What follows belongs to an exercise in optimizing a design on an open flow for small area, a short achievable clock period and few clock cycles per item; a production flow would make more cautious choices. At most, simulation tests tie the RTL to the original design; equivalence was not proved. No functional check of the RTL was part of runs 2 to 4. No activity file was given, so power comes from the tool's default toggle rates.

### design/flow/design.v
module reg_file_array #(
    parameter int                DATA_W   = 32,
    parameter int                IDX_W    = 6,
    parameter int                DEPTH    = 64,
    parameter logic [DATA_W-1:0] ID_VALUE = 32'hACC0_0001
) (
    input  logic                  clk,
    input  logic                  reset,
    input  logic                  we,
    input  logic [IDX_W-1:0]      waddr,
    input  logic [DATA_W-1:0]     wdata,
    input  logic [DATA_W/8-1:0]   wstrb,
    input  logic                  re,
    input  logic [IDX_W-1:0]      raddr,
    output logic [DATA_W-1:0]     rdata
);
    localparam int NB = DATA_W / 8;
    logic [DEPTH-1:1][DATA_W-1:0] mem;
    logic [DATA_W-1:0]            din;
    logic [NB-1:0]                strb_eff;
    assign din      = reset ? wdata : '0;
    assign strb_eff = reset ? wstrb : '1;
    for (genvar i = 1; i < DEPTH; i++) begin : g_row
        logic row_en;
        assign row_en = !reset || (we && waddr == IDX_W'(i));
        for (genvar b = 0; b < NB; b++) begin : g_byte
            always_ff @(posedge clk) begin
                if (row_en && strb_eff[b])
                    mem[i][b*8 +: 8] <= din[b*8 +: 8];
            end
        end
    end
    always_comb begin
        rdata = (re && raddr == '0) ? ID_VALUE : '0;
        for (int i = 1; i < DEPTH; i++)
            if (re && raddr == IDX_W'(i))
                rdata = rdata | mem[i];
    end
endmodule
module reg_file_ctrl #(
    parameter int                DATA_W   = 32,
    parameter int                ADDR_W   = 8,
    parameter int                DEPTH    = 64,
    parameter int                RO_COUNT = 1,
    parameter logic [DATA_W-1:0] ID_VALUE = 32'hACC0_0001
) (
    input  logic                  clk,
    input  logic                  reset,
    input  logic                  req_valid,
    output logic                  req_ready,
    input  logic [1:0]            req_op,
    input  logic [ADDR_W-1:0]     req_addr,
    input  logic [DATA_W-1:0]     req_wdata,
    input  logic [DATA_W/8-1:0]   req_wstrb,
    output logic                  rsp_valid,
    input  logic                  rsp_ready,
    output logic [DATA_W-1:0]     rsp_rdata,
    output logic [3:0]            rsp_error,
    output logic [7:0]            err_count
);
    localparam logic [1:0] OP_NOP   = 2'b00;
    localparam logic [1:0] OP_WRITE = 2'b01;
    localparam logic [1:0] OP_READ  = 2'b10;
    localparam logic [1:0] OP_RSVD  = 2'b11;
    localparam logic [1:0] ERR_OK     = 2'd0;
    localparam logic [1:0] ERR_ADDR   = 2'd1;
    localparam logic [1:0] ERR_OPCODE = 2'd2;
    localparam logic [1:0] ERR_RO     = 2'd3;
    localparam int IDX_W = 6;   
    logic             addr_ok;
    logic             addr_ro;
    logic [1:0]       req_err;
    logic             req_rd;
    logic             req_wr;
    assign addr_ok = 32'(req_addr) < DEPTH;
    assign addr_ro = 32'(req_addr) < RO_COUNT;
    always_comb begin
        if (req_op == OP_RSVD)
            req_err = ERR_OPCODE;
        else if (!addr_ok)
            req_err = ERR_ADDR;
        else if (req_op == OP_WRITE && addr_ro)
            req_err = ERR_RO;
        else
            req_err = ERR_OK;
    end
    assign req_rd = (req_op == OP_READ) && addr_ok;
    assign req_wr = (req_op == OP_WRITE) && addr_ok && !addr_ro;
    logic             v0;           
    logic [IDX_W-1:0] p0_addr;
    logic             p0_rd;
    logic [1:0]       p0_err;
    logic             v1;           
    logic [DATA_W-1:0] rsp_data_q;
    logic [1:0]       rsp_err_q;
    logic             ld1;          
    logic             ld0;          
    logic             accept;
    logic             rsp_hs;
    logic [DATA_W-1:0] arr_rdata;
    assign ld1       = !v1 || rsp_ready;
    assign ld0       = !v0 || ld1;
    assign req_ready = reset && ld0;
    assign accept    = req_valid && req_ready;
    assign rsp_hs    = v1 && rsp_ready;
    always_ff @(posedge clk) begin
        if (!reset)
            v0 <= 1'b0;
        else if (ld0)
            v0 <= req_valid;
    end
    always_ff @(posedge clk) begin
        if (ld0) begin
            p0_addr <= req_addr[IDX_W-1:0];
            p0_rd   <= req_rd;
            p0_err  <= req_err;
        end
    end
    always_ff @(posedge clk) begin
        if (!reset)
            v1 <= 1'b0;
        else if (ld1)
            v1 <= v0;
    end
    always_ff @(posedge clk) begin
        if (ld1) begin
            rsp_data_q <= arr_rdata;
            rsp_err_q  <= p0_err;
        end
    end
    assign rsp_valid = v1;
    assign rsp_rdata = rsp_data_q;
    assign rsp_error = {2'b00, rsp_err_q};
    always_ff @(posedge clk) begin
        if (!reset)
            err_count <= 8'd0;
        else if (rsp_hs && rsp_err_q != ERR_OK && err_count != 8'hFF)
            err_count <= err_count + 8'd1;
    end
    reg_file_array #(
        .DATA_W   (DATA_W),
        .IDX_W    (IDX_W),
        .DEPTH    (DEPTH),
        .ID_VALUE (ID_VALUE)
    ) u_array (
        .clk   (clk),
        .reset (reset),
        .we    (accept && req_wr),
        .waddr (req_addr[IDX_W-1:0]),
        .wdata (req_wdata),
        .wstrb (req_wstrb),
        .re    (p0_rd),
        .raddr (p0_addr),
        .rdata (arr_rdata)
    );
endmodule
### design/flow/run.sh
#!/bin/bash
# synth_recipe.tcl (not shown) runs the flow's synth.tcl, then flattens the netlist and writes it again
# the make line also repeats each setting of config.mk as NAME=value (left out here)
make -C /OpenROAD-flow-scripts/flow DESIGN_CONFIG=/design/flow/config.mk WORK_HOME=/design/flow/orfs CLKGATE_MAP_FILE= SYNTH_SCRIPT=/design/flow/synth_recipe.tcl finish
### design/flow/config.mk
export PLATFORM = sky130hd
export DESIGN_NAME = reg_file_ctrl
export DESIGN_NICKNAME = reg_file_ctrl
export VERILOG_FILES = /design/flow/design.v
export SDC_FILE = /design/flow/constraint.sdc
export NUM_CORES = 4
export LEC_CHECK = 0
export CAP_MARGIN = 20
export CORE_MARGIN = 2
export CORE_UTILIZATION = 30
export PLACE_DENSITY = 0.35
export SLEW_MARGIN = 20
### design/flow/constraint.sdc
create_clock -name core_clock -period 8.0 [get_ports {clk}]
set_input_delay 1.6000 -clock core_clock [delete_from_list [all_inputs] [get_ports {clk}]]
set_output_delay 1.6000 -clock core_clock [all_outputs]
set_load 0.01 [all_outputs]
==> results_dict.tcl, run 1 <==
set metrics [dict create \
    reg2reg_depth 9 \
    gpl.final_weighted_congestion 0.949 \
    synth_area_mm2 0.0773 \
    area_delta_synth_final_pct 18.3 \
    max_clock_freq_ghz 0.189 \
    setup_viol 0 \
    powerDensity_mw_per_mm2 277 \
    floorplan.initialDensity_pct 30.1 \
    synthesis.yosys.warnings 2 \
    synthArstFlopShare_pct 0 \
    period_share_pct 66.0 \
    nets 4798 \
    grt_setup_unrepaired "no" \
    tritoncts_clock_tree "done" \
    yosys.area.top_type "edfxtp_1" \
    cts_hold_repair.buffers 0 \
    cts-buffers-inserted 226 \
    combPwrFrac_pct 5.0 \
    cts.repair.resized 0 \
    vdd_ir_drop_max_v 0.000224 \
    worst_path_max_delay_cell "clkdlybuf4s50_1" \
    drt_iter0_drc 10100 \
    hold-path-endpoint "rsp_err_q[1]$_DFFE_PP_" \
    p_int_uw 19200 \
    ranking_of_synthesized_cells_by_instance_count "edfxtp_1 (2,059), a22oi_1 (665), o21ai_0 (217), clkbuf_1 (198), nor2_1 (148)" \
    grt_start_max_net_pins 64 \
    sequence_of_cells_on_the_critical_path "clkdlybuf4s50_1 -> nor2b_1 -> nand2_1 -> buf_4 -> and2_1 -> clkdlybuf4s50_1" \
    synth_top_area_share_pct 80.0 \
    routedWlPerCell_um 54.0 \
    fin_area_mm2 0.0914 \
    netlist_top_cells_area "edfxtp_1 (80%), a22oi_1 (6.5%), o21ai_0 (1.4%), a22o_1 (1.3%), clkbuf_1 (0.96%)" \
    netSwitchingPower_uw 6110 \
    track_usage_pct 33.6 \
    max_slew.worst_pin.slew_ns 1.30 \
    die_height_um 512 \
    vias_per_cell 6.37 \
    cap_viol_max_count 0 \
    cts_buffer_depth 3 \
    switching_share_of_power_pct 24.1 \
    antenna_found_initial 59 \
    critical_path.startpoint "rsp_ready" \
    critPathArrivalTime_ns 3.68 \
    largest_fanout_on_the_critical_path 12 \
    holdPathStages 0 \
    floorplan.die_area_mm2 0.262 \
    worstSetupPathDepth 6 \
    hold_slack_ns 0.433 \
    rows 186 \
    endpoint_kind "output pin" \
    critical-path-top-delay-family "buffers and inverters" \
    report.final.hold_viol_count 0 \
    hold_path_class "reg2reg" \
    numClockSinks 2069 \
    synth_top_flop_cell "edfxtp_1" \
    postCtsSetupBuffers 0 \
    synth.distinct_cells 71 \
    finalWirelength_um 451000 \
    syn-mean-instance-area_um2 17.3 \
    setup.worst_path.start_class "input port" \
    cp_num_buf_inv 3 \
    static-leakage-power_uw 0.0292 \
    number_of_global_route_vias_before_repair 49300 \
    grt_overflow 0 \
    worst_clock_skew_ns 0.0457 \
    report.final.slew_viol_count 0 \
    dpl_cell_area_mm2 0.0840 \
    worst_r2r_endpoint "rsp_data_q[29]$_DFFE_PP_" \
    most_common_cell_in_the_synthesized_netlist "edfxtp_1" \
    floorplan.io_pins 96 \
    clk-insertion-delay-late_ns 0.90 \
    r2r_setup_slk_ns 2.74 \
    r2r-start "p0_addr[2]$_DFFE_PN_" \
    path_clk_slew_ns 0.06 \
    synth_cells 4459 \
    dr_total_vias 53200 \
    final_layout_size_suffix_gt1_share_pct 15.4 \
    remaining_drc_errors 0 \
    critical_path_class "in2out" \
    power_frac_clock_pct 42.0 \
    io_buffer_count 93 \
    grt_pass1_wl_um 565000 \
    fin_setup_tns_ns 0 \
    drt_pass1_iterations 9 \
    sequential_fraction_of_design_power_pct 53.0 \
    critical_path.max_stage_delay_ns 0.50 \
    run_status "finished clean" \
    root_buffer "clkbuf_16" \
    core_area_mm2 0.256 \
    detailed_place_hpwl_um 300000 \
    hold_start "p0_err[1]$_SDFFCE_PN1N_" \
    dieWidth_um 512 \
    cp_common_cell "clkdlybuf4s50_1" \
    ys_ff_latch 2069 \
    htree_levels 4 \
    synth_enable_flop_cells 2059 \
    worst-endpoint-required_ns 6.40 \
    synth.yosys.seq_area_share_pct 80.3 \
    final.min_clock_period_ns 5.28 \
    maxSlewHeadroom_pct 13.1 \
    ant_nets 0 \
]
registers in the layout (all words and copies together), names as in the netlist:
register and cells:
err_count 8, p0_err 2, p0_rd 1, v0 1, rsp_data_q 32, v1 1
u_array.mem 2016, rsp_err_q 2, p0_addr 6
cell families (layout without fill, tap and decap cells):
kind of cell / Yosys count / after routing / share of synthesized area, %
xor gates and xnor gates: 5 / 5 / 0.0567
DFF: 2069 / 2069 / 80.3
adders and majority gates: 1 / 1 / 0.0162
other: 1 / 29 / 0.00485
AOI/OAI and AO/OA: 1297 / 1297 / 12.1
muxes: 65 / 65 / 0.881
buffers and inverters: 304 / 784 / 1.69
and+or+nand+nor: 717 / 717 / 4.98
worst max-delay path by stage:
stage	to
2_1_floorplan	req_ready
3_3_place_gp	u_array.mem[723]$_DFFE_PP_
3_5_place_dp	u_array.mem[723]$_DFFE_PP_
4_1_cts	req_ready
5_1_grt	req_ready
6_report	req_ready
power by group through the flow:
| stage | sequential, µW | clock, µW | combinational, µW |
|---|---|---|---|
| final | 13400 | 10600 | 1270 |
| after floorplan | 13300 | 0 | 471 |
| after global routing | 13500 | 11100 | 1280 |
| after detailed placement | 13600 | 0 | 1240 |
| after global placement | 13700 | 0 | 1230 |
| after CTS | 13400 | 10700 | 1240 |
layer usage:
layer	vias up	global-route usage, %	part of all wire [%]
met5	-	0	0.016
met1	28700	45.4	40
met4	10	17.8	6.0
met3	884	7.54	10
met2	4314	50.2	44
li1	19300	-	-
final cells by class:
cell class / instances / area (µm²)
well taps: 3384 / 4230
flip-flops and latches: 2069 / 62000
fillers: 24200 / 165000
inverters: 3 / 12.5
diodes: 27 / 67.6
repair buffers: 360 / 3030
clock inverters: 147 / 1330
clock buffers: 274 / 5990
multi-input cells: 2087 / 14700
cell usage in the layout, fill, tap and decap left out, types with 10 or more instances in the layout:
| cell type | Yosys | routed |
|---|---|---|
| clkbuf_16 | 0 | 231 |
| edfxtp_1 | 2059 | 2059 |
| nor3_1 | 44 | 44 |
| a21oi_1 | 62 | 62 |
| nand2_1 | 140 | 138 |
| diode_2 | 0 | 27 |
| a222oi_1 | 44 | 44 |
| clkdlybuf4s50_1 | 0 | 92 |
| bufinv_16 | 0 | 25 |
| clkbuf_1 | 198 | 38 |
| nor2b_1 | 19 | 13 |
| a31oi_1 | 21 | 21 |
| a32oi_1 | 20 | 20 |
| o21a_1 | 16 | 16 |
| dfxtp_1 | 10 | 10 |
| nand4_1 | 116 | 116 |
| mux2_2 | 24 | 24 |
| clkinv_1 | 0 | 68 |
| nor4_1 | 52 | 49 |
| and2_2 | 0 | 34 |
| clkinv_2 | 0 | 43 |
| o21ai_0 | 217 | 40 |
| and3_1 | 32 | 31 |
| buf_4 | 7 | 258 |
| o21ai_1 | 0 | 169 |
| nor2_1 | 148 | 86 |
| nand3_1 | 57 | 55 |
| nor2_4 | 1 | 64 |
| o22ai_1 | 33 | 33 |
| a221oi_1 | 46 | 46 |
| mux2i_1 | 41 | 41 |
| a22o_1 | 119 | 119 |
| a22oi_1 | 665 | 665 |
| o211ai_1 | 13 | 13 |
through the flow:
stage / total power (µW) / utilization (%) / std cells / setup slack [ns]
floorplan: 13800 / - / 4460 / 4.12
global placement: 14900 / 32.7 / 7898 / 2.07
detailed placement: 14900 / 32.8 / 7902 / 2.09
CTS: 25400 / 35.6 / 8323 / 2.76
global route: 25800 / 35.6 / 8328 / 2.65
finish: 25400 / 35.6 / 8351 / 2.72
Testbench counts, summed over its fixed seeds: cycles 16,016, items 16,000.
==> inputs of run 2 (changes only) <==
--- a/design/flow/design.v
+++ b/design/flow/design.v
@@ -95,2 +95,3 @@
     logic [1:0]       rsp_err_q;
+    logic             full_q;       
     logic             ld1;          
@@ -102,3 +103,3 @@
     assign ld0       = !v0 || ld1;
-    assign req_ready = reset && ld0;
+    assign req_ready = reset && (rsp_ready || !full_q);
     assign accept    = req_valid && req_ready;
@@ -123,2 +124,8 @@
             v1 <= v0;
+    end
+    always_ff @(posedge clk) begin
+        if (!reset)
+            full_q <= 1'b0;
+        else
+            full_q <= (ld0 ? req_valid : v0) && (ld1 ? v0 : v1);
     end
--- a/design/flow/config.mk
+++ b/design/flow/config.mk
@@ -11,2 +11,3 @@
 export PLACE_DENSITY = 0.35
+export SETUP_SLACK_MARGIN = 4.3
 export SLEW_MARGIN = 20
==> results_dict.tcl, run 2 <==
set metrics [dict create \
    powerDensity_mw_per_mm2 259 \
    synth_area_mm2 0.0774 \
    ys_ff_latch 2070 \
    synthesis.yosys.warnings 2 \
    worst_path_max_delay_cell "a22oi_1" \
    detailed_place_hpwl_um 303000 \
    ant_nets 0 \
    sequence_of_cells_on_the_critical_path "buf_6 -> nand3_4 -> buf_6 -> nor2_4 -> buf_12 -> a22oi_1 -> nand2_1 -> nor4_4 -> nand4_1" \
    tritoncts_clock_tree "done" \
    drt_pass1_iterations 7 \
    synthArstFlopShare_pct 0 \
    max_slew.worst_pin.slew_ns 1.40 \
    report.final.hold_viol_count 0 \
    track_usage_pct 34.5 \
    leading_cell_types_in_the_layout_fill_and_taps_excluded "edfxtp_1 (2,059), a22oi_1 (640), buf_4 (405), clkbuf_16 (241), o21ai_4 (205)" \
    antenna_found_initial 49 \
    endpoint_kind "register" \
    worst_clock_skew_ns 0.0391 \
    period_share_pct 49.4 \
    dieWidth_um 512 \
    root_buffer "clkbuf_16" \
    vias_per_cell 6.38 \
    max_clock_freq_ghz 0.253 \
    place_inst 7902 \
    cp_common_cell "buf_6" \
    nets 5110 \
    routedWlPerCell_um 53.5 \
    fin_area_mm2 0.0990 \
    gpl.final_weighted_congestion 0.952 \
    largest_registers "u_array.mem: 2016 flops, rsp_data_q: 32 flops, err_count: 8 flops" \
    netlist_top_cells_area "edfxtp_1 (80%), a22oi_1 (6.4%), o21ai_0 (1.7%), a22o_1 (1.2%), clkbuf_1 (0.88%)" \
    final_cell_count_no_fill 8664 \
    numClockSinks 2070 \
    drt_iter0_drc 10600 \
    dpl_cell_area_mm2 0.0854 \
    grt_start_max_net_pins 67 \
    report.final.slew_viol_count 0 \
    synth_cells 4449 \
    final.min_clock_period_ns 3.95 \
    cts-buffers-inserted 233 \
    setup.worst_path.start_class "register" \
    synth_top_flop_cell "edfxtp_1" \
    static-leakage-power_uw 0.0325 \
    syn-mean-instance-area_um2 17.4 \
    floorplan.io_pins 96 \
    grt_overflow 0 \
    cts_buffer_depth 3 \
    synth.yosys.seq_area_share_pct 80.2 \
    vdd_ir_drop_max_v 0.000225 \
    clk-insertion-delay-late_ns 0.91 \
    critical_path.max_stage_delay_ns 0.63 \
    area_delta_synth_final_pct 28.0 \
    finalWirelength_um 464000 \
    floorplan.die_area_mm2 0.262 \
    setup_viol 0 \
    remaining_drc_errors 0 \
    synth_enable_flop_cells 2059 \
    cap_viol_max_count 0 \
    synth_top_area_share_pct 79.9 \
    yosys.area.top_type "edfxtp_1" \
    rows 186 \
    die_height_um 512 \
    final_layout_size_suffix_gt1_share_pct 26.6 \
    io_buffer_count 93 \
    grt_pass1_wl_um 582000 \
    dr_total_vias 55300 \
    fin_setup_tns_ns 0 \
    cts_hold_repair.buffers 0 \
    most_common_cell_in_the_synthesized_netlist "edfxtp_1" \
    critical_path_class "reg2reg" \
    ranking_of_synthesized_cells_by_instance_count "edfxtp_1 (2,059), a22oi_1 (662), o21ai_0 (267), clkbuf_1 (181), nand2_1 (130)" \
    grt_setup_unrepaired "yes" \
    core_area_mm2 0.257 \
    floorplan.initialDensity_pct 30.1 \
    synth.distinct_cells 82 \
    number_of_global_route_vias_before_repair 51100 \
    hold_path_class "reg2reg" \
    maxSlewHeadroom_pct 6.13 \
    worst-endpoint-required_ns 8.54 \
    largest_fanout_on_the_critical_path 23 \
    critPathArrivalTime_ns 4.49 \
    run_status "finished clean" \
    path_clk_slew_ns 0.06 \
    layout.cells.most_common "edfxtp_1" \
    largest-register "u_array.mem" \
    largest_register_ff_count 2016 \
    htree_levels 4 \
]
[run 2: cell types whose count changed after synthesis, moves of 6 or more]
| cell | previous run | this run |
|---|---|---|
| nor2_1 | 148 | 86 |
| o21ai_0 | 217 | 267 |
| clkbuf_1 | 198 | 181 |
| o21a_1 | 16 | 0 |
| nor3_1 | 44 | 59 |
| o22ai_1 | 33 | 46 |
| a22o_1 | 119 | 107 |
| nand4_1 | 116 | 105 |
| nand2_1 | 140 | 130 |
| nand3_1 | 57 | 66 |
| a31oi_1 | 21 | 13 |
| buf_2 | 77 | 84 |
| a21oi_1 | 62 | 56 |
| buf_6 | 4 | 10 |
[run 2: cell families after synthesis]
| group | synth area share, % |
|---|---|
| DFF | 80.2 |
| AOI/OAI and AO/OA | 12.3 |
| and+or+nand+nor | 4.73 |
| buffers and inverters | 1.83 |
| muxes | 0.860 |
| xor gates and xnor gates | 0.0792 |
| adders and majority gates | 0.0162 |
| other | 0.00485 |
[run 2: cell type report]
type / count / area, µm²
clock buffer: 296 / 6210
fill: 23600 / 158000
tap: 3384 / 4230
inverter: 8 / 31.3
sequential: 2070 / 62000
clock inverter: 138 / 1200
timing repair buffer: 676 / 7340
antenna: 22 / 55.1
multi-input combinational: 2070 / 17900
[run 2: where the power goes]
group	switching (µW)	internal [µW]	leakage, µW
Sequential	494	12900	0.0200
Clock	4630	6110	0.00362
Combinational	1120	420	0.00883
[run 2: metrics by stage]
| stage | total power [µW] | hold slack, ns | setup slack, ns | util (%) |
|---|---|---|---|---|
| final | 25700 | 0.421 | 4.05 | 38.6 |
| after global routing | 26200 | 0.429 | 4.23 | 38.6 |
| after CTS | 25700 | 0.420 | 4.22 | 38.2 |
| after detailed placement | 14800 | 0.406 | 1.45 | 33.3 |
| after global placement | 14900 | 0.407 | 0.725 | 33.2 |
| after floorplan | 13800 | 0.400 | 4.05 | - |
[run 2: worst max-delay path: cells and delay by family, from the launching register on]
family	cells	cell delay [ns]
compound gates	1	0.63
flops	1	0.55
simple gates	5	1.51
buf+inv	3	0.80
[run 2: worst paths after layout]
| kind | depth (start not counted) | startpoint | endpoint | slack [ns] |
|---|---|---|---|---|
| min | 0 | p0_err[0]$_SDFFCE_PN0P_ | rsp_err_q[0]$_DFFE_PN_ | 0.42 |
| min reg2reg | 0 | p0_err[0]$_SDFFCE_PN0P_ | rsp_err_q[0]$_DFFE_PN_ | 0.42 |
| max reg2reg | 9 | p0_rd$_DFFE_PP_ | rsp_data_q[3]$_DFFE_PN_ | 4.05 |
| max | 9 | p0_rd$_DFFE_PP_ | rsp_data_q[3]$_DFFE_PN_ | 4.05 |
[run 2: repair_timing]
item / CTS / global route
pin swaps: 151 / 47
cloned: 10 / 5
resized for setup: 373 / 85
buffers inserted: 250 / 41
endpoints found under the hold margin: 0 / 0
endpoints found under the setup margin: 2174 / 1677
[run 2: per-layer routing]
layer	vias to the layer above	global-route usage [%]	wire length, µm	share of wire, %
met4	14	17.9	28600	6.2
met1	29700	47.3	187000	40
met5	-	0	88	0.019
met2	4625	50.8	200000	43
met3	1018	8.03	48400	10
li1	19900	-	-	-
==> inputs of run 3 (changes only) <==
--- a/design/flow/design.v
+++ b/design/flow/design.v
@@ -2,15 +2,14 @@
     parameter int                DATA_W   = 32,
-    parameter int                IDX_W    = 6,
     parameter int                DEPTH    = 64,
+    parameter int                LO_N     = 8,
     parameter logic [DATA_W-1:0] ID_VALUE = 32'hACC0_0001
 ) (
-    input  logic                  clk,
-    input  logic                  reset,
-    input  logic                  we,
-    input  logic [IDX_W-1:0]      waddr,
-    input  logic [DATA_W-1:0]     wdata,
-    input  logic [DATA_W/8-1:0]   wstrb,
-    input  logic                  re,
-    input  logic [IDX_W-1:0]      raddr,
-    output logic [DATA_W-1:0]     rdata
+    input  logic                     clk,
+    input  logic                     reset,
+    input  logic [LO_N-1:0]          lo,
+    input  logic [DEPTH/LO_N-1:0]    whi,
+    input  logic [DATA_W-1:0]        wdata,
+    input  logic [DATA_W/8-1:0]      wstrb,
+    input  logic [DEPTH/LO_N-1:0]    rhi,
+    output logic [DATA_W-1:0]        rdata
 );
@@ -24,3 +23,3 @@
         logic row_en;
-        assign row_en = !reset || (we && waddr == IDX_W'(i));
+        assign row_en = !reset || (whi[i / LO_N] && lo[i % LO_N]);
         for (genvar b = 0; b < NB; b++) begin : g_byte
@@ -33,5 +32,5 @@
     always_comb begin
-        rdata = (re && raddr == '0) ? ID_VALUE : '0;
+        rdata = (rhi[0] && lo[0]) ? ID_VALUE : '0;
         for (int i = 1; i < DEPTH; i++)
-            if (re && raddr == IDX_W'(i))
+            if (rhi[i / LO_N] && lo[i % LO_N])
                 rdata = rdata | mem[i];
@@ -68,3 +67,4 @@
     localparam logic [1:0] ERR_RO     = 2'd3;
-    localparam int IDX_W = 6;   
+    localparam int LO_N = 8;             
+    localparam int HI_N = DEPTH / LO_N;
     logic             addr_ok;
@@ -88,14 +88,16 @@
     assign req_wr = (req_op == OP_WRITE) && addr_ok && !addr_ro;
-    logic             v0;           
-    logic [IDX_W-1:0] p0_addr;
-    logic             p0_rd;
-    logic [1:0]       p0_err;
-    logic             v1;           
+    logic              v0;           
+    logic [LO_N-1:0]   p0_lo;        
+    logic [HI_N-1:0]   p0_rhi;       
+    logic [HI_N-1:0]   p0_whi;       
+    logic [1:0]        p0_err;
+    logic [DATA_W-1:0] p0_wdata;
+    logic [DATA_W/8-1:0] p0_wstrb;
+    logic              v1;           
     logic [DATA_W-1:0] rsp_data_q;
-    logic [1:0]       rsp_err_q;
-    logic             full_q;       
-    logic             ld1;          
-    logic             ld0;          
-    logic             accept;
-    logic             rsp_hs;
+    logic [1:0]        rsp_err_q;
+    logic              full_q;       
+    logic              ld1;          
+    logic              ld0;          
+    logic              rsp_hs;
     logic [DATA_W-1:0] arr_rdata;
@@ -104,3 +106,2 @@
     assign req_ready = reset && (rsp_ready || !full_q);
-    assign accept    = req_valid && req_ready;
     assign rsp_hs    = v1 && rsp_ready;
@@ -114,5 +115,11 @@
         if (ld0) begin
-            p0_addr <= req_addr[IDX_W-1:0];
-            p0_rd   <= req_rd;
-            p0_err  <= req_err;
+            for (int k = 0; k < LO_N; k++)
+                p0_lo[k] <= req_addr[2:0] == 3'(k);
+            for (int k = 0; k < HI_N; k++) begin
+                p0_rhi[k] <= req_rd && req_addr[5:3] == 3'(k);
+                p0_whi[k] <= req_wr && req_addr[5:3] == 3'(k);
+            end
+            p0_err   <= req_err;
+            p0_wdata <= req_wdata;
+            p0_wstrb <= req_wstrb;
         end
@@ -148,4 +155,4 @@
         .DATA_W   (DATA_W),
-        .IDX_W    (IDX_W),
         .DEPTH    (DEPTH),
+        .LO_N     (LO_N),
         .ID_VALUE (ID_VALUE)
@@ -154,8 +161,7 @@
         .reset (reset),
-        .we    (accept && req_wr),
-        .waddr (req_addr[IDX_W-1:0]),
-        .wdata (req_wdata),
-        .wstrb (req_wstrb),
-        .re    (p0_rd),
-        .raddr (p0_addr),
+        .lo    (p0_lo),
+        .whi   (v0 ? p0_whi : '0),
+        .wdata (p0_wdata),
+        .wstrb (p0_wstrb),
+        .rhi   (p0_rhi),
         .rdata (arr_rdata)
--- a/design/flow/config.mk
+++ b/design/flow/config.mk
@@ -11,3 +11,3 @@
 export PLACE_DENSITY = 0.35
-export SETUP_SLACK_MARGIN = 4.3
+export SETUP_SLACK_MARGIN = 4.0
 export SLEW_MARGIN = 20
==> results_dict.tcl, run 3 <==
set metrics [dict create \
    grt_setup_unrepaired "no" \
    fillerInstances 24900 \
    holdPathStages 0 \
    detailed_place_hpwl_um 272000 \
    synth_area_mm2 0.0787 \
    dr_total_vias 51300 \
    grt_met3_usage_pct 5.63 \
    tritoncts_clock_tree "done" \
    critical_path_class "reg2reg" \
    maxSlewHeadroom_pct 12.4 \
    reg2reg_depth 5 \
    rows 188 \
    remaining_drc_errors 0 \
    io_buffer_count 93 \
    fin_total_pwr_uw 25900 \
    switching_share_of_power_pct 24.6 \
    final_layout_size_suffix_gt1_share_pct 13.7 \
    synth_top_area_share_pct 80.6 \
    layout.cells.most_common "edfxtp_1" \
    drt_iter0_drc 9512 \
    core_area_mm2 0.262 \
    global_route.usage.met1_pct 41.8 \
    powerDensity_mw_per_mm2 280 \
    netlist_top_cells_area "edfxtp_1 (81%), a22oi_1 (5.3%), a222oi_1 (1.9%), nor2_1 (1.5%), o22ai_1 (0.99%)" \
    power_frac_clock_pct 42.3 \
    numClockSinks 2123 \
    synth_cells 4510 \
    worst-endpoint-required_ns 8.52 \
    grt_pass1_wl_um 524000 \
    die_height_um 516 \
    sequential_fraction_of_design_power_pct 51.9 \
    synthesis.yosys.warnings 2 \
    fin_setup_tns_ns 0 \
    worst_r2r_endpoint "rsp_data_q[11]$_DFFE_PP_" \
    syn-mean-instance-area_um2 17.5 \
    sequential_cell_area_mm2 0.0636 \
    largest_registers "u_array.mem: 2016 flops, p0_wdata: 32 flops, rsp_data_q: 32 flops" \
    routedWlPerCell_um 48.6 \
    r2r_setup_slk_ns 3.80 \
    root_buffer "clkbuf_16" \
    synth_top_flop_cell "edfxtp_1" \
    critical_path.startpoint "p0_lo[0]$_DFFE_PN_" \
    max_slew.worst_pin.slew_ns 1.31 \
    setup_viol 0 \
    grt_start_max_net_pins 76 \
    worst_clock_skew_ns 0.0363 \
    cap_viol_max_count 0 \
    clk-insertion-delay-late_ns 0.91 \
    final_cell_count_no_fill 8451 \
    use_met2_pct 45.3 \
    p_int_uw 19500 \
    hold_path_class "reg2reg" \
    synth.distinct_cells 56 \
    ys_ff_latch 2123 \
    largest_fanout_on_the_critical_path 5 \
    synth_enable_flop_cells 2112 \
    cts-buffers-inserted 234 \
    dieWidth_um 516 \
    finalWirelength_um 410000 \
    antenna_found_initial 38 \
    floorplan.initialDensity_pct 30.1 \
    number_of_global_route_vias_before_repair 48600 \
    total_area_of_multi_input_combinational_cells_mm2 0.0139 \
    leading_cell_types_in_the_layout_fill_and_taps_excluded "edfxtp_1 (2,112), a22oi_1 (551), nor2_1 (316), clkbuf_16 (239), buf_4 (205)" \
    report.final.slew_viol_count 0 \
    path_clk_slew_ns 0.06 \
    drt_pass1_iterations 9 \
    static-leakage-power_uw 0.0299 \
    cts_buffer_depth 3 \
    largest-register "u_array.mem" \
    period_share_pct 52.5 \
    r2r-start "p0_lo[0]$_DFFE_PN_" \
    vias_per_cell 6.07 \
    synthArstFlopShare_pct 0 \
    hold_start "p0_err[0]$_SDFFCE_PN0N_" \
    htree_levels 4 \
    report.final.hold_viol_count 0 \
    floorplan.io_pins 96 \
    critPathArrivalTime_ns 4.72 \
    track_usage_pct 30.2 \
    final.min_clock_period_ns 4.20 \
    yosys.area.top_type "edfxtp_1" \
    gpl.final_weighted_congestion 0.918 \
    max_clock_freq_ghz 0.238 \
    ranking_of_synthesized_cells_by_instance_count "edfxtp_1 (2,112), a22oi_1 (551), nor2_1 (323), clkbuf_1 (201), a222oi_1 (153)" \
    busiest_layer "met2" \
    grt_overflow 0 \
    largest_register_ff_count 2016 \
    combPwrFrac_pct 5.8 \
    synth.yosys.seq_area_share_pct 80.8 \
    setup.worst_path.start_class "register" \
    floorplan.die_area_mm2 0.267 \
    area_delta_synth_final_pct 17.5 \
    vdd_ir_drop_max_v 0.000254 \
    crit_end "rsp_data_q[11]$_DFFE_PP_" \
    netSwitchingPower_uw 6360 \
    ant_nets 0 \
    run_status "finished clean" \
    endpoint_kind "register" \
    most_common_cell_in_the_synthesized_netlist "edfxtp_1" \
    nets 4765 \
    place_inst 7992 \
]
-- run 3: cell count changes after synthesis, moves of 55 or more --
cell / delta
a222oi_1: +107
nor2_1: +237
buf_1: +55
a21boi_0: +66
o21ai_0: -259
nand4_1: -60
o22ai_1: +78
nand2_1: -75
a21oi_1: +65
a22oi_1: -111
-- run 3: kinds of logic after synthesis --
kind of cell / share of synthesized area (%)
AND/OR/NAND/NOR: 4.32
adder cells (fa/ha/maj): 0.0159
flip-flops: 80.8
AO/OA/AOI/OAI: 12.8
buffers and inverters: 1.90
XOR/XNOR: 0.0668
other: 0.00476
-- run 3: critical path, cell delays in order (launching register included) --
cell and delay (ns):
edfxtp_1 0.65, and2_1 0.52, a222oi_1 1.21, o221ai_1 0.31, nor4_1 0.66, nand4_1 0.42
-- run 3: repair_timing --
item | 4_1_cts | 5_1_grt
setup endpoints to repair | 321 | 5
setup buffers | 0 | 0
hold buffers | 0 | 0
resized for setup | 7 | 4
-- run 3: how the worst min path moves through the flow --
stage                                        end  slack (ns)
after floorplan           rsp_err_q[0]$_DFFE_PP_        0.40
after global placement    rsp_err_q[0]$_DFFE_PP_        0.40
after detailed placement  rsp_err_q[1]$_DFFE_PP_        0.41
after CTS                 rsp_err_q[1]$_DFFE_PP_        0.42
after global routing      rsp_err_q[1]$_DFFE_PP_        0.42
final                     rsp_err_q[0]$_DFFE_PP_        0.42
-- run 3: final cells by class --
type,count,area share [%]
Multi-Input combinational cell,2019,15.0
Antenna cell,16,0.0433
Clock buffer,281,6.63
Timing Repair Buffer,317,3.05
Inverter,19,0.0798
Sequential cell,2123,68.8
Clock inverter,161,1.63
Tap cell,3515,4.75
-- run 3: power by group through the flow --
stage / combinational [µW] / sequential, µW / clock [µW]
CTS: 1500 / 13400 / 11100
global placement: 1480 / 13700 / 0
global route: 1540 / 13500 / 11500
finish: 1510 / 13400 / 11000
floorplan: 582 / 13400 / 0
detailed placement: 1490 / 13600 / 0
-- run 3: layer usage --
layer | vias to the layer above | wire (µm)
met5 | - | 123
met3 | 702 | 35400
li1 | 19300 | -
met1 | 27900 | 170000
met4 | 18 | 23500
met2 | 3420 | 181000
-- run 3: metrics by stage --
step           utilization (%)  hold WS [ns]  setup WS (ns)  cell area [µm²]
2_1_floorplan                -         0.400           4.06            78700
3_3_place_gp              32.4         0.404           2.12            84700
3_5_place_dp              32.4         0.408           2.95            84800
4_1_cts                   35.3         0.422           4.00            92400
5_1_grt                   35.4         0.425           4.00            92500
6_report                  35.4         0.419           3.80            92500
==> inputs of run 4 (changes only) <==
--- a/design/flow/config.mk
+++ b/design/flow/config.mk
@@ -11,3 +11,3 @@
 export PLACE_DENSITY = 0.35
-export SETUP_SLACK_MARGIN = 4.0
+export SETUP_SLACK_MARGIN = 4.3
 export SLEW_MARGIN = 20
==> results_dict.tcl, run 4 <==
set metrics [dict create \
    worst-endpoint-required_ns 8.61 \
    fin_setup_tns_ns 0 \
    ranking_of_synthesized_cells_by_instance_count "edfxtp_1 (2,112), a22oi_1 (551), nor2_1 (323), clkbuf_1 (201), a222oi_1 (153)" \
    report.final.slew_viol_count 0 \
    antenna_found_initial 26 \
    max_clock_freq_ghz 0.262 \
    die_height_um 516 \
    drt_iter0_drc 8801 \
    grt_pass1_wl_um 510000 \
    reg2reg_depth 8 \
    number_of_global_route_vias_before_repair 48400 \
    setup_viol 0 \
    synthArstFlopShare_pct 0 \
    worst_clock_skew_ns 0.0413 \
    floorplan.initialDensity_pct 30.1 \
    powerDensity_mw_per_mm2 276 \
    final_layout_size_suffix_gt1_share_pct 14.7 \
    area_delta_synth_final_pct 17.7 \
    r2r_setup_slk_ns 4.18 \
    largest-register "u_array.mem" \
    most_common_cell_in_the_synthesized_netlist "edfxtp_1" \
    floorplan.die_area_mm2 0.267 \
    met3_length_um 32100 \
    htree_levels 4 \
    remaining_drc_errors 0 \
    period_share_pct 47.7 \
    endpoint_kind "register" \
    grt_overflow 0 \
    routedWlPerCell_um 46.9 \
    cts_buffer_depth 3 \
    synth_cells 4510 \
    static-leakage-power_uw 0.0300 \
    maxSlewHeadroom_pct 17.0 \
    critPathArrivalTime_ns 4.43 \
    numClockSinks 2123 \
    cts-buffers-inserted 235 \
    setup.worst_path.start_class "register" \
    largest_register_ff_count 2016 \
    final_cell_count_no_fill 8460 \
    critical_path.max_stage_delay_ns 0.72 \
    final.min_clock_period_ns 3.82 \
    hold_slack_ns 0.408 \
    wl_met2_um 182000 \
    synth.distinct_cells 56 \
    grt_start_max_net_pins 74 \
    synth_enable_flop_cells 2112 \
    gpl.final_weighted_congestion 0.892 \
    synth_top_flop_cell "edfxtp_1" \
    largest_registers "u_array.mem: 2016 flops, p0_wdata: 32 flops, rsp_data_q: 32 flops" \
    ys_ff_latch 2123 \
    grt_setup_unrepaired "yes" \
    nets 4785 \
    run_status "finished clean" \
    fin_total_pwr_uw 25600 \
    path_clk_slew_ns 0.06 \
    synthesis.yosys.warnings 2 \
    cp_common_cell "buf_4" \
    root_buffer "clkbuf_16" \
    core_area_mm2 0.262 \
    report.final.hold_viol_count 0 \
    max_slew.worst_pin.slew_ns 1.24 \
    vias_per_cell 5.99 \
    synth.yosys.seq_area_share_pct 80.8 \
    io_buffer_count 93 \
    track_usage_pct 29.2 \
    netlist_top_cells_area "edfxtp_1 (81%), a22oi_1 (5.3%), a222oi_1 (1.9%), nor2_1 (1.5%), o22ai_1 (0.99%)" \
    detailed_place_hpwl_um 257000 \
    place_inst 8005 \
    rows 188 \
    highest_layer "met5" \
    critical_path_class "reg2reg" \
    worst_path_max_delay_cell "a222oi_1" \
    met1Wirelength_um 165000 \
    vdd_ir_drop_max_v 0.000237 \
    drt_pass1_iterations 10 \
    synth_top_area_share_pct 80.6 \
    layout.cells.most_common "edfxtp_1" \
    floorplan.io_pins 96 \
    sequence_of_cells_on_the_critical_path "buf_12 -> buf_4 -> and2_1 -> buf_4 -> a222oi_1 -> nor4b_2 -> o2111ai_1 -> or4_1" \
    ant_nets 0 \
    synth_area_mm2 0.0787 \
    holdPathStages 0 \
    syn-mean-instance-area_um2 17.5 \
    cap_viol_max_count 0 \
    largest_fanout_on_the_critical_path 57 \
    clk-insertion-delay-late_ns 0.93 \
    hold_path_class "reg2reg" \
    finalWirelength_um 397000 \
    yosys.area.top_type "edfxtp_1" \
    tritoncts_clock_tree "done" \
    dr_total_vias 50700 \
    leading_cell_types_in_the_layout_fill_and_taps_excluded "edfxtp_1 (2,112), a22oi_1 (551), nor2_1 (265), clkbuf_16 (238), buf_4 (213)" \
    dieWidth_um 516 \
]
[run 4: cell families (layout without fill, tap and decap cells)]
| family | after synthesis | after routing | synth area share [%] |
|---|---|---|---|
| flops | 2123 | 2123 | 80.8 |
| compound gates | 1313 | 1313 | 12.8 |
| simple gates | 697 | 697 | 4.32 |
| buf+inv | 369 | 793 | 1.90 |
| xor+xnor | 6 | 6 | 0.0668 |
| fa+ha+maj | 1 | 1 | 0.0159 |
| other cells | 1 | 12 | 0.00476 |
[run 4: layout make-up]
type                       count  area, µm²
multi-input combinational   2019      14100
tap                         3515       4400
timing repair buffer         336       3060
fill                       24800     169000
sequential                  2123      63600
antenna                       10       25.0
clock inverter               148       1220
clock buffer                 290       6150
inverter                      19       95.1
[run 4: metal layers]
metal / vias up / GRT usage (%)
li1: 19300 / -
met1: 27600 / 40.6
met2: 3246 / 46.0
met3: 539 / 4.61
met4: 2 / 11.0
met5: - / 0
[run 4: through the flow]
step	utilization, %	setup slack (ns)	area (µm²)
2_1_floorplan	-	4.24	78800
3_3_place_gp	32.4	2.56	84800
3_5_place_dp	32.5	3.05	85100
4_1_cts	35.4	4.13	92600
5_1_grt	35.4	4.09	92700
6_report	35.4	4.18	92700
[run 4: repair_timing]
item                                    4_1_cts  5_1_grt
setup buffers                                 6        0
resized for setup                            31       12
endpoints found under the setup margin      496      153
hold buffers                                  0        0
pin swaps                                     1        2
[run 4: worst paths after layout]
path | startpoint | to
setup reg to reg | p0_lo[5]$_DFFE_PN_ | rsp_data_q[18]$_DFFE_PP_
setup / recovery | p0_lo[5]$_DFFE_PN_ | rsp_data_q[18]$_DFFE_PP_
hold / removal | p0_err[1]$_SDFFCE_PN1N_ | rsp_err_q[1]$_DFFE_PP_
hold reg to reg | p0_err[1]$_SDFFCE_PN1N_ | rsp_err_q[1]$_DFFE_PP_
[run 4: power by group]
| part | internal, µW | switching, µW |
|---|---|---|
| logic | 283 | 1270 |
| registers | 13100 | 317 |
| clock network | 5970 | 4680 |
| total | 19300 | 6270 |
[run 4: worst max-delay path: cells and delay by family, from the launching register on]
kind,cells,cell delay [ns]
AOI/OAI and AO/OA,2,0.85
buffers and inverters,3,0.87
DFF,1,0.41
and+or+nand+nor,3,1.18
==> inputs of run 5 (changes only) <==
--- a/design/flow/design.v
+++ b/design/flow/design.v
@@ -7,4 +7,4 @@
     input  logic                     clk,
-    input  logic                     reset,
-    input  logic [LO_N-1:0]          lo,
+    input  logic                     clr,
+    input  logic [LO_N-1:0]          wlo,
     input  logic [DEPTH/LO_N-1:0]    whi,
@@ -12,2 +12,3 @@
     input  logic [DATA_W/8-1:0]      wstrb,
+    input  logic [LO_N-1:0]          rlo,
     input  logic [DEPTH/LO_N-1:0]    rhi,
@@ -19,7 +20,7 @@
     logic [NB-1:0]                strb_eff;
-    assign din      = reset ? wdata : '0;
-    assign strb_eff = reset ? wstrb : '1;
+    assign din      = clr ? '0 : wdata;
+    assign strb_eff = clr ? '1 : wstrb;
     for (genvar i = 1; i < DEPTH; i++) begin : g_row
         logic row_en;
-        assign row_en = !reset || (whi[i / LO_N] && lo[i % LO_N]);
+        assign row_en = clr || (whi[i / LO_N] && wlo[i % LO_N]);
         for (genvar b = 0; b < NB; b++) begin : g_byte
@@ -32,5 +33,5 @@
     always_comb begin
-        rdata = (rhi[0] && lo[0]) ? ID_VALUE : '0;
+        rdata = (rhi[0] && rlo[0]) ? ID_VALUE : '0;
         for (int i = 1; i < DEPTH; i++)
-            if (rhi[i / LO_N] && lo[i % LO_N])
+            if (rhi[i / LO_N] && rlo[i % LO_N])
                 rdata = rdata | mem[i];
@@ -89,3 +90,4 @@
     logic              v0;           
-    logic [LO_N-1:0]   p0_lo;        
+    logic [LO_N-1:0]   p0_rlo;       
+    logic [LO_N-1:0]   p0_wlo;       
     logic [HI_N-1:0]   p0_rhi;       
@@ -98,2 +100,3 @@
     logic [1:0]        rsp_err_q;
+    logic              clr_q;        
     logic              full_q;       
@@ -116,3 +119,5 @@
             for (int k = 0; k < LO_N; k++)
-                p0_lo[k] <= req_addr[2:0] == 3'(k);
+                p0_rlo[k] <= req_addr[2:0] == 3'(k);
+            for (int k = 0; k < LO_N; k++)
+                p0_wlo[k] <= req_addr[2:0] == 3'(k);
             for (int k = 0; k < HI_N; k++) begin
@@ -138,2 +143,4 @@
     end
+    always_ff @(posedge clk)
+        clr_q <= !reset;
     always_ff @(posedge clk) begin
@@ -160,4 +167,4 @@
         .clk   (clk),
-        .reset (reset),
-        .lo    (p0_lo),
+        .clr   (clr_q),
+        .wlo   (p0_wlo),
         .whi   (v0 ? p0_whi : '0),
@@ -165,2 +172,3 @@
         .wstrb (p0_wstrb),
+        .rlo   (p0_rlo),
         .rhi   (p0_rhi),
--- a/design/flow/config.mk
+++ b/design/flow/config.mk
@@ -10,4 +10,6 @@
 export CORE_UTILIZATION = 30
+export CTS_CLUSTER_DIAMETER = 80
+export CTS_CLUSTER_SIZE = 24
 export PLACE_DENSITY = 0.35
-export SETUP_SLACK_MARGIN = 4.3
+export SETUP_SLACK_MARGIN = 4.5
 export SLEW_MARGIN = 20
==> results_dict.tcl, run 5 <==
set metrics [dict create \
    run_status "finished clean" \
    track_usage_pct 27.1 \
    fillerInstances 24800 \
    grt_setup_unrepaired "yes" \
    numClockSinks 2124 \
    critical_path_class "reg2reg" \
    die_height_um 516 \
    core_area_mm2 0.260 \
    htree_levels 4 \
    synth.distinct_cells 57 \
    grt_overflow 0 \
    setup.worst_path.start_class "register" \
    worst_path_max_delay_cell "or4_1" \
    nets 4777 \
    critical_path.max_stage_delay_ns 0.54 \
    sequence_of_cells_on_the_critical_path "buf_4 -> buf_12 -> inv_4 -> buf_6 -> a21oi_1 -> or4_1 -> or4_1 -> or4_1" \
    holdPathStages 0 \
    largest_registers "u_array.mem: 2016 flops, p0_wdata: 32 flops, rsp_data_q: 32 flops" \
    path_clk_slew_ns 0.10 \
    sequential_fraction_of_design_power_pct 58.1 \
    drt_iter0_drc 7631 \
    share_of_synthesized_cell_area_in_and_or_nand_and_nor_gates_pct 4.39 \
    final_layout_size_suffix_gt1_share_pct 16.2 \
    worst-endpoint-required_ns 8.59 \
    cp_num_buf_inv 4 \
    endpoint_kind "register" \
    synth.yosys.seq_area_share_pct 80.9 \
    ys_ff_latch 2124 \
    total_area_of_multi_input_combinational_cells_mm2 0.0144 \
    hold-path-endpoint "rsp_err_q[1]$_DFFE_PP_" \
    p_int_uw 17100 \
    dr_total_vias 48700 \
    drt_pass1_iterations 6 \
    synth_top_family_by_area "compound AO/OA/AOI/OAI gates" \
    maxSlewHeadroom_pct 11.0 \
    area_delta_synth_final_pct 15.2 \
    critical-path-top-delay-family "simple AND/OR/NAND/NOR gates" \
    r2r_setup_slk_ns 4.36 \
    synth_top_area_share_pct 80.6 \
    report.final.hold_viol_count 0 \
    cts_hold_repair.buffers 0 \
    detailed_place_hpwl_um 224000 \
    max_slew.worst_pin.slew_ns 1.33 \
    cts_buffer_depth 3 \
    finalWirelength_um 367000 \
    hold_path_class "reg2reg" \
    adder_and_majority_gate_portion_of_the_synthesized_area_pct 0.0159 \
    layout.cells.most_common "edfxtp_1" \
    cp_common_cell "or4_1" \
    cts-buffers-inserted 135 \
    cap_viol_max_count 0 \
    worst_r2r_endpoint "rsp_data_q[28]$_DFFE_PP_" \
    synth-xor-area-share_pct 0.0668 \
    static-leakage-power_uw 0.0286 \
    final.min_clock_period_ns 3.64 \
    floorplan.initialDensity_pct 30.2 \
    reg2reg_depth 8 \
    critPathArrivalTime_ns 4.23 \
    netlist_top_cells_area "edfxtp_1 (81%), a22oi_1 (5.4%), a222oi_1 (1.8%), nor2_1 (1.7%), a21oi_1 (1.3%)" \
    fin_setup_tns_ns 0 \
    period_share_pct 45.5 \
    area_fraction_in_compound_gates_after_synthesis_pct 12.7 \
    power_frac_clock_pct 34.4 \
    clk-insertion-delay-late_ns 0.85 \
    largest_fanout_on_the_critical_path 69 \
    floorplan.die_area_mm2 0.266 \
    remaining_drc_errors 0 \
    grt_start_max_net_pins 76 \
    dieWidth_um 516 \
    tritoncts_clock_tree "done" \
    yosys.area.top_type "edfxtp_1" \
    leading_cell_types_in_the_layout_fill_and_taps_excluded "edfxtp_1 (2,112), a22oi_1 (568), buf_4 (259), nor2_1 (199), a21oi_1 (187)" \
    root_buffer "clkbuf_16" \
    number_of_global_route_vias_before_repair 46600 \
    synth.mux.area_fraction_pct 0 \
    vdd_ir_drop_max_v 0.000242 \
    most_common_cell_in_the_synthesized_netlist "edfxtp_1" \
    antenna_found_initial 21 \
    combPwrFrac_pct 7.5 \
    rows 187 \
    setup_viol 0 \
    powerDensity_mw_per_mm2 253 \
    synth_cells 4546 \
    ant_nets 0 \
    synth_top_flop_cell "edfxtp_1" \
    grt_pass1_wl_um 478000 \
    synth_area_mm2 0.0787 \
    floorplan.io_pins 96 \
    vias_per_cell 5.85 \
    syn-mean-instance-area_um2 17.3 \
    r2r-start "p0_rhi[2]$_DFFE_PN_" \
    worst_clock_skew_ns 0.0318 \
    ranking_of_synthesized_cells_by_instance_count "edfxtp_1 (2,112), a22oi_1 (568), nor2_1 (351), a21oi_1 (207), clkbuf_1 (197)" \
    report.final.slew_viol_count 0 \
    routedWlPerCell_um 44.0 \
    synthesis.yosys.warnings 2 \
    hold_start "p0_err[1]$_SDFFCE_PN1N_" \
    netSwitchingPower_uw 5820 \
    final_core_utilization_pct 34.8 \
    largest-register "u_array.mem" \
    io_buffer_count 93 \
    synthArstFlopShare_pct 0 \
    gpl.final_weighted_congestion 0.856 \
    switching_share_of_power_pct 25.4 \
    max_clock_freq_ghz 0.275 \
    largest_register_ff_count 2016 \
    sequential_cell_area_mm2 0.0637 \
    synth_enable_flop_cells 2112 \
]
run 5: how the worst max path moves through the flow:
stage	start	end	slack (ns)	cells past startpoint
global placement	reset	req_ready	3.38	4
CTS	reset	req_ready	4.25	4
finish	p0_rhi[2]$_DFFE_PN_	rsp_data_q[28]$_DFFE_PP_	4.36	8
global route	reset	req_ready	4.38	4
floorplan	reset	req_ready	4.48	3
detailed placement	reset	req_ready	3.38	4
run 5: power groups by stage:
stage	registers [µW]	logic (µW)	clock network (µW)
after floorplan	13500	594	0
after global placement	13500	1700	0
after detailed placement	13500	1710	0
after CTS	13300	1720	7990
after global routing	13400	1750	8340
final	13300	1720	7880
run 5: area by class of cell:
cell class                 count  area share [%]
timing repair buffer         392            3.86
clock inverter                92            1.09
multi-input combinational   2053            15.9
tap                         3496            4.83
sequential                  2124            70.3
antenna                        8          0.0221
inverter                      20           0.104
clock buffer                 149            3.94
run 5: timing repair:
action / CTS / global route
setup buffers: 5 / 0
pin swaps: 4 / 5
setup endpoints to repair: 893 / 9
cloned: 0 / 0
endpoints found under the hold margin: 0 / 0
resized for setup: 93 / 18
run 5: worst reg2reg max path, stage by stage, from the launching register on:
cell	delay, ns
edfxtp_1	0.38
buf_4	0.19
buf_12	0.18
inv_4	0.70
buf_6	0.31
a21oi_1	0.14
or4_1	0.51
or4_1	0.54
or4_1	0.47
run 5: per-stage QoR:
stage | total power, µW | cells | hold slack [ns] | instance area, µm² | setup WS, ns
finish | 22900 | 8334 | 0.428 | 90600 | 4.36
global route | 23400 | 8327 | 0.433 | 90600 | 4.38
CTS | 23000 | 8326 | 0.429 | 90600 | 4.25
detailed placement | 15300 | 8080 | 0.421 | 85800 | 3.38
global placement | 15200 | 8069 | 0.410 | 85600 | 3.38
floorplan | 14100 | 4547 | 0.400 | 78700 | 4.48
run 5: kinds of logic (layout without fill, tap and decap cells):
group / Yosys count / after routing
AND/OR/NAND/NOR: 710 / 710
XOR/XNOR: 6 / 6
adder cells (fa/ha/maj): 1 / 1
other: 1 / 10
AO/OA/AOI/OAI: 1334 / 1334
buffers and inverters: 370 / 653
flip-flops: 2124 / 2124
run 5: metal layers:
metal / GRT usage, % / share of wire, % / vias to the layer above
li1: - / - / 19200
met1: 39.4 / 45 / 27000
met2: 43.5 / 47 / 2185
met3: 3.62 / 6.5 / 331
met4: 5.43 / 2.1 / 6
met5: 0 / 0.011 / -
Testbench counts of run 5, summed over its fixed seeds: cycles 16,016, items 16,000.
==> inputs of run 6 (changes only) <==
==> design/flow/config.mk (replaced) <==
export PLATFORM = sky130hd
export DESIGN_NAME = reg_file_ctrl
export DESIGN_NICKNAME = reg_file_ctrl
export VERILOG_FILES = /design/flow/design.v
export SDC_FILE = /design/flow/constraint.sdc
export NUM_CORES = 4
export LEC_CHECK = 0
export CAP_MARGIN = 10
export CORE_MARGIN = 2
export CORE_UTILIZATION = 50
export PLACE_DENSITY = 0.6
export SETUP_SLACK_MARGIN = 4.5
export SLEW_MARGIN = 10
==> results_dict.tcl, run 6 <==
set metrics [dict create \
    run_status "complete, but fails checks" \
    check-failures "capacitance limit, slew limit" \
    floorplan.initialDensity_pct 50.4 \
    layout.cells.most_common "edfxtp_1" \
    detailed_place_hpwl_um 172000 \
    most_common_cell_in_the_synthesized_netlist "edfxtp_1" \
    ranking_of_synthesized_cells_by_instance_count "edfxtp_1 (2,112), a22oi_1 (568), nor2_1 (351), a21oi_1 (207), clkbuf_1 (197)" \
    htree_levels 4 \
    sequence_of_cells_on_the_critical_path "buf_12 -> and2_1 -> buf_4 -> a221oi_1 -> o21ai_0 -> nor3_1 -> nand4_1" \
    critical-path-top-delay-family "simple AND/OR/NAND/NOR gates" \
    largest_fanout_on_the_critical_path 86 \
    critPathArrivalTime_ns 4.22 \
    synthesis.yosys.warnings 2 \
    tritoncts_clock_tree "done" \
    gpl.final_weighted_congestion 0.982 \
    fin_setup_tns_ns 0 \
    grt_pass1_wl_um 397000 \
    synth_area_mm2 0.0787 \
    cts_buffer_depth 3 \
    ant_nets 0 \
    drt_pass1_iterations 9 \
    floorplan.io_pins 96 \
    rows 145 \
    synth_cells 4546 \
    grt_overflow 0 \
    leading_cell_types_in_the_layout_fill_and_taps_excluded "edfxtp_1 (2,112), a22oi_1 (568), buf_4 (255), nor2_1 (253), clkbuf_16 (210)" \
    setup.worst_path.start_class "register" \
    fin_total_pwr_uw 24400 \
    critical_path.max_stage_delay_ns 0.70 \
    synth_top_flop_cell "edfxtp_1" \
    vias_per_cell 7.29 \
    netlist_top_cells_area "edfxtp_1 (81%), a22oi_1 (5.4%), a222oi_1 (1.8%), nor2_1 (1.7%), a21oi_1 (1.3%)" \
    static-leakage-power_uw 0.0294 \
    core_area_mm2 0.156 \
    fillerInstances 11800 \
    cp_num_buf_inv 2 \
    track_usage_pct 36.2 \
    number_of_global_route_vias_before_repair 47200 \
    die_height_um 401 \
    largest_register_ff_count 2016 \
    critical_path_class "reg2reg" \
    ys_ff_latch 2124 \
    final_core_utilization_pct 57.8 \
    dr_total_vias 51200 \
    largest_registers "u_array.mem: 2016 flops, p0_wdata: 32 flops, rsp_data_q: 32 flops" \
    grt_start_max_net_pins 111 \
    final_cell_count_no_fill 7019 \
    yosys.area.top_type "edfxtp_1" \
    cts-buffers-inserted 208 \
    hold_slack_ns 0.420 \
    report.final.hold_viol_count 0 \
    final_layout_size_suffix_gt1_share_pct 14.9 \
    path_clk_slew_ns 0.06 \
    powerDensity_mw_per_mm2 271 \
    largest-register "u_array.mem" \
    worst-endpoint-required_ns 8.53 \
    worst_clock_skew_ns 0.0237 \
    finalWirelength_um 298000 \
    endpoint_kind "register" \
    drt_iter0_drc 11300 \
    synth_enable_flop_cells 2112 \
    nets 4824 \
    final.min_clock_period_ns 3.68 \
    io_buffer_count 93 \
    synthArstFlopShare_pct 0 \
    report.final.slew_viol_count 5 \
    remaining_drc_errors 0 \
    worst_path_max_delay_cell "a221oi_1" \
    numClockSinks 2124 \
    maxSlewHeadroom_pct -5.07 \
    root_buffer "clkbuf_16" \
    max_clock_freq_ghz 0.271 \
    place_inst 6613 \
    period_share_pct 46.1 \
    antenna_found_initial 10 \
    floorplan.die_area_mm2 0.161 \
    routedWlPerCell_um 42.4 \
    clk-insertion-delay-late_ns 0.86 \
    area_delta_synth_final_pct 14.8 \
    r2r_setup_slk_ns 4.32 \
    max_slew.worst_pin.slew_ns 1.58 \
    vdd_ir_drop_max_v 0.000215 \
    synth_top_area_share_pct 80.6 \
    setup_viol 0 \
    syn-mean-instance-area_um2 17.3 \
    dieWidth_um 401 \
    hold_path_class "reg2reg" \
    cap_viol_max_count 2 \
    synth.distinct_cells 57 \
    synth.yosys.seq_area_share_pct 80.9 \
    grt_setup_unrepaired "yes" \
]
run 6: cell counts after synthesis:
Identical to the previous run, type by type.
run 6: kinds of logic after synthesis:
group                      synth area share, %
adders and majority gates               0.0159
xor gates and xnor gates                0.0668
and+or+nand+nor                           4.39
AOI/OAI and AO/OA                         12.7
buffers and inverters                     1.90
other                                  0.00477
DFF                                       80.9
run 6: repair_timing:
item	CTS	global route
setup endpoints to repair	874	233
hold buffers	0	0
gates resized for setup	57	41
gates cloned	0	1
setup buffers	1	6
run 6: through the flow:
step | cell area [µm²] | setup slack [ns]
after floorplan | 78700 | 4.48
after global placement | 83300 | 3.40
after detailed placement | 83300 | 3.43
after CTS | 90000 | 4.21
after global routing | 90200 | 4.39
final | 90300 | 4.32
run 6: worst reg2reg max path, cell delays in order (launching register included):
cell and delay (ns):
edfxtp_1 0.43, buf_12 0.22, and2_1 0.84, buf_4 0.29, a221oi_1 0.72, o21ai_0 0.18, nor3_1 0.43, nand4_1 0.25
run 6: worst paths after layout:
check	start	end	cells past startpoint
hold / removal	p0_err[0]$_SDFFCE_PN0N_	rsp_err_q[0]$_DFFE_PP_	0
setup reg to reg	p0_rhi[7]$_DFFE_PN_	rsp_data_q[15]$_DFFE_PP_	7
setup / recovery	p0_rhi[7]$_DFFE_PN_	rsp_data_q[15]$_DFFE_PP_	7
hold reg to reg	p0_err[0]$_SDFFCE_PN0N_	rsp_err_q[0]$_DFFE_PP_	0
run 6: layout make-up:
class	instances	area [µm²]	share of cell area, %
repair buffers	366	3190	3.53
well taps	2058	2570	2.85
multi-input cells	2053	14200	15.7
clock inverters	140	1150	1.28
inverters	20	95.1	0.105
clock buffers	249	5380	5.96
diodes	9	22.5	0.0250
flip-flops and latches	2124	63700	70.5
run 6: metal layers:
| metal | global-route usage, % | vias up | part of all wire, % |
|---|---|---|---|
| met5 | 0.446 | - | 0.045 |
| met4 | 18.5 | 8 | 6.0 |
| met3 | 10.8 | 884 | 15 |
| met2 | 52.6 | 4970 | 44 |
| met1 | 49.7 | 25900 | 35 |
| li1 | - | 19400 | - |
run 6: power breakdown:
| group | internal (µW) | switching [µW] | total, µW |
|---|---|---|---|
| Clock | 5330 | 4220 | 9560 |
| Sequential | 13100 | 217 | 13300 |
| Combinational | 307 | 1270 | 1580 |
==> inputs of run 7 (changes only) <==
==> design/flow/config.mk (replaced) <==
export PLATFORM = sky130hd
export DESIGN_NAME = reg_file_ctrl
export DESIGN_NICKNAME = reg_file_ctrl
export VERILOG_FILES = /design/flow/design.v
export SDC_FILE = /design/flow/constraint.sdc
export NUM_CORES = 4
export LEC_CHECK = 0
export CAP_MARGIN = 20
export CORE_MARGIN = 2
export CORE_UTILIZATION = 30
export CTS_BUF_LIST = sky130_fd_sc_hd__clkbuf_8
export CTS_CLUSTER_DIAMETER = 60
export CTS_CLUSTER_SIZE = 16
export PLACE_DENSITY = 0.35
export SETUP_SLACK_MARGIN = 4.8
export SLEW_MARGIN = 20
==> results_dict.tcl, run 7 <==
set metrics [dict create \
    antenna_found_initial 27 \
    netSwitchingPower_uw 5940 \
    fin_total_pwr_uw 22400 \
    most_common_cell_in_the_synthesized_netlist "edfxtp_1" \
    max_slew.worst_pin.slew_ns 1.26 \
    setup_viol 0 \
    max_clock_freq_ghz 0.279 \
    synth_area_mm2 0.0787 \
    synth_top_flop_cell "edfxtp_1" \
    r2r_setup_slk_ns 4.62 \
    fin_area_mm2 0.0917 \
    powerDensity_mw_per_mm2 244 \
    layout.cells.most_common "edfxtp_1" \
    numClockSinks 2124 \
    total_area_of_multi_input_combinational_cells_mm2 0.0151 \
    core_area_mm2 0.260 \
    cts_hold_repair.buffers 0 \
    clk-insertion-delay-late_ns 1.06 \
    grt_overflow 0 \
    remaining_drc_errors 0 \
    die_height_um 516 \
    fillerInstances 24800 \
    synth_cells 4546 \
    hold-path-endpoint "rsp_err_q[1]$_DFFE_PP_" \
    worst-endpoint-required_ns 6.40 \
    routedWlPerCell_um 44.7 \
    worst_clock_skew_ns 0.0582 \
    floorplan.initialDensity_pct 30.2 \
    path_clk_slew_ns 0.10 \
    cts-buffers-inserted 189 \
    floorplan.die_area_mm2 0.266 \
    grt_start_max_net_pins 76 \
    fin_setup_tns_ns 0 \
    ranking_of_synthesized_cells_by_instance_count "edfxtp_1 (2,112), a22oi_1 (568), nor2_1 (351), a21oi_1 (207), clkbuf_1 (197)" \
    ant_nets 0 \
    critical_path_class "in2out" \
    final_cell_count_no_fill 8469 \
    synth_enable_flop_cells 2112 \
    dr_total_vias 49900 \
    leading_cell_types_in_the_layout_fill_and_taps_excluded "edfxtp_1 (2,112), a22oi_1 (564), buf_4 (262), nor2_1 (191), clkbuf_8 (191)" \
    drt_pass1_iterations 7 \
    switching_share_of_power_pct 26.5 \
    static-leakage-power_uw 0.0290 \
    critical-path-top-delay-family "buffers and inverters" \
    syn-mean-instance-area_um2 17.3 \
    io_buffer_count 93 \
    setup.worst_path.start_class "input port" \
    place_inst 8080 \
    vias_per_cell 5.89 \
    grt_pass1_wl_um 488000 \
    tritoncts_clock_tree "done" \
    largest_register_ff_count 2016 \
    detailed_place_hpwl_um 224000 \
    synth.distinct_cells 57 \
    finalWirelength_um 379000 \
    hold_path_class "reg2reg" \
    hold_start "p0_err[1]$_SDFFCE_PN1N_" \
    sequence_of_cells_on_the_critical_path "buf_8 -> clkinvlp_4 -> a21oi_4 -> buf_6" \
    combPwrFrac_pct 8.0 \
    hold_slack_ns 0.412 \
    rows 187 \
    worstSetupPathDepth 4 \
    number_of_global_route_vias_before_repair 47300 \
    htree_levels 4 \
    synth_top_area_share_pct 80.6 \
    synthesis.yosys.warnings 2 \
    worst_r2r_endpoint "rsp_data_q[27]$_DFFE_PP_" \
    cts_buffer_depth 3 \
    critical_path.max_stage_delay_ns 0.12 \
    run_status "finished clean" \
    synthArstFlopShare_pct 0 \
    largest_fanout_on_the_critical_path 2 \
    p_int_uw 16400 \
    drt_iter0_drc 7887 \
    dieWidth_um 516 \
    report.final.slew_viol_count 0 \
    holdPathStages 0 \
    cap_viol_max_count 0 \
    largest-register "u_array.mem" \
    maxSlewHeadroom_pct 15.8 \
    sequential_fraction_of_design_power_pct 59.4 \
    track_usage_pct 27.8 \
    critical_path.startpoint "reset" \
    area_delta_synth_final_pct 16.6 \
    nets 4874 \
    r2r-start "p0_wlo[7]$_DFFE_PN_" \
    dpl_cell_area_mm2 0.0858 \
    cp_num_buf_inv 3 \
    root_buffer "clkbuf_8" \
    period_share_pct 44.9 \
    gpl.final_weighted_congestion 0.856 \
    largest_registers "u_array.mem: 2016 flops, p0_wdata: 32 flops, rsp_data_q: 32 flops" \
    endpoint_kind "output pin" \
    yosys.area.top_type "edfxtp_1" \
    final_layout_size_suffix_gt1_share_pct 20.1 \
    power_frac_clock_pct 32.5 \
    floorplan.io_pins 96 \
    vdd_ir_drop_max_v 0.000139 \
    sequential_cell_area_mm2 0.0637 \
    synth.yosys.seq_area_share_pct 80.9 \
    critPathArrivalTime_ns 1.99 \
    report.final.hold_viol_count 0 \
    netlist_top_cells_area "edfxtp_1 (81%), a22oi_1 (5.4%), a222oi_1 (1.8%), nor2_1 (1.7%), a21oi_1 (1.3%)" \
    reg2reg_depth 7 \
    worst_path_max_delay_cell "a21oi_4" \
    grt_setup_unrepaired "yes" \
    final.min_clock_period_ns 3.59 \
    ys_ff_latch 2124 \
]
-- run 7: cell counts after synthesis --
Identical to the previous run, type by type.
-- run 7: how the worst max path moves through the flow --
stage                          to  slack (ns)
finish                  req_ready        4.41
global route            req_ready        4.38
CTS                 rsp_rdata[31]        4.35
detailed placement      req_ready        3.38
global placement        req_ready        3.38
floorplan               req_ready        4.48
-- run 7: power groups by stage --
| stage | Combinational [µW] | Clock [µW] | Sequential [µW] |
|---|---|---|---|
| 6_report | 1800 | 7280 | 13300 |
| 5_1_grt | 1830 | 7780 | 13400 |
| 2_1_floorplan | 594 | 0 | 13500 |
| 3_5_place_dp | 1710 | 0 | 13500 |
| 3_3_place_gp | 1700 | 0 | 13500 |
| 4_1_cts | 1780 | 7430 | 13300 |
-- run 7: final cells by class --
cell class                      instances  area share (%)
Clock inverter                        140            1.62
Multi-Input combinational cell       2053            16.4
Sequential cell                      2124            69.4
Timing Repair Buffer                  435            4.70
Inverter                               20           0.143
Tap cell                             3496            4.77
Clock buffer                          191            2.87
Antenna cell                           10          0.0273
-- run 7: what timing repair did --
item / 4_1_cts / 5_1_grt
setup buffers: 22 / 13
setup endpoints to repair: 1347 / 49
pin swaps: 7 / 6
cloned: 8 / 4
resized for setup: 453 / 41
-- run 7: cell families (layout without fill, tap and decap cells) --
family,Yosys count,in the layout,synth area share [%]
DFF,2124,2124,80.9
AOI/OAI and AO/OA,1334,1334,12.7
and+or+nand+nor,710,710,4.39
buffers and inverters,370,786,1.90
xor gates and xnor gates,6,6,0.0668
adders and majority gates,1,1,0.0159
other,1,12,0.00477
-- run 7: metal layers --
metal	global-route usage [%]	routed length (µm)
met5	0.252	128
met4	6.37	9650
met3	4.15	27100
met2	43.8	174000
met1	40.4	168000
-- run 7: per-stage QoR --
stage	setup slack, ns	util [%]
6_report	4.41	35.3
5_1_grt	4.38	35.2
4_1_cts	4.35	35.1
3_5_place_dp	3.38	33.0
3_3_place_gp	3.38	32.9
2_1_floorplan	4.48	-

## re-timing with driven ports
Ports are ideal in the flow. The routed layouts listed here were re-timed in OpenROAD. Step 1 (the two cells are an assumption about what drives the block):
set clk [get_ports {clk}]
set_driving_cell -lib_cell sky130_fd_sc_hd__clkbuf_16 $clk
set_driving_cell -lib_cell sky130_fd_sc_hd__buf_2 [delete_from_list [all_inputs] $clk]
Step 2 times the ports against the registers' clock, not the clock port: input delays grow and output delays shrink by t, the midpoint of the rising clock arrivals with the driver on. Three values: no drivers, after step 1, after step 2; two values: the first two.
run | shift t [ns] | setup WS [ns] | slew at the worst register clock pin (ns) | worst slew at a driven data input, ns | pins driven straight from the clock port
run 1 | 0.973 | 2.722 / 2.694 / 2.162 | 0.07 / 0.07 | 0.21 | 1
run 2 | 0.985 | 4.046 / 4.046 / 3.233 | 0.07 / 0.07 | 0.21 | 1
run 3 | 1.000 | 3.799 / 3.799 / 3.271 | 0.07 / 0.07 | 0.06 | 1
run 4 | 0.996 | 4.184 / 4.184 / 3.436 | 0.07 / 0.07 | 0.10 | 1
run 5 | 0.941 | 4.362 / 4.360 / 4.238 | 0.10 / 0.10 | 0.09 | 1
run 6 | 0.930 | 4.316 / 4.316 / 4.316 | 0.07 / 0.07 | 0.06 | 1
run 7 | 1.119 | 4.410 / 4.360 / 4.232 | 0.12 / 0.12 | 0.08 | 1
For run 2, which loses most, drivers alone change the setup slack by 0.000 ns; drivers and shift together by -0.813 ns.
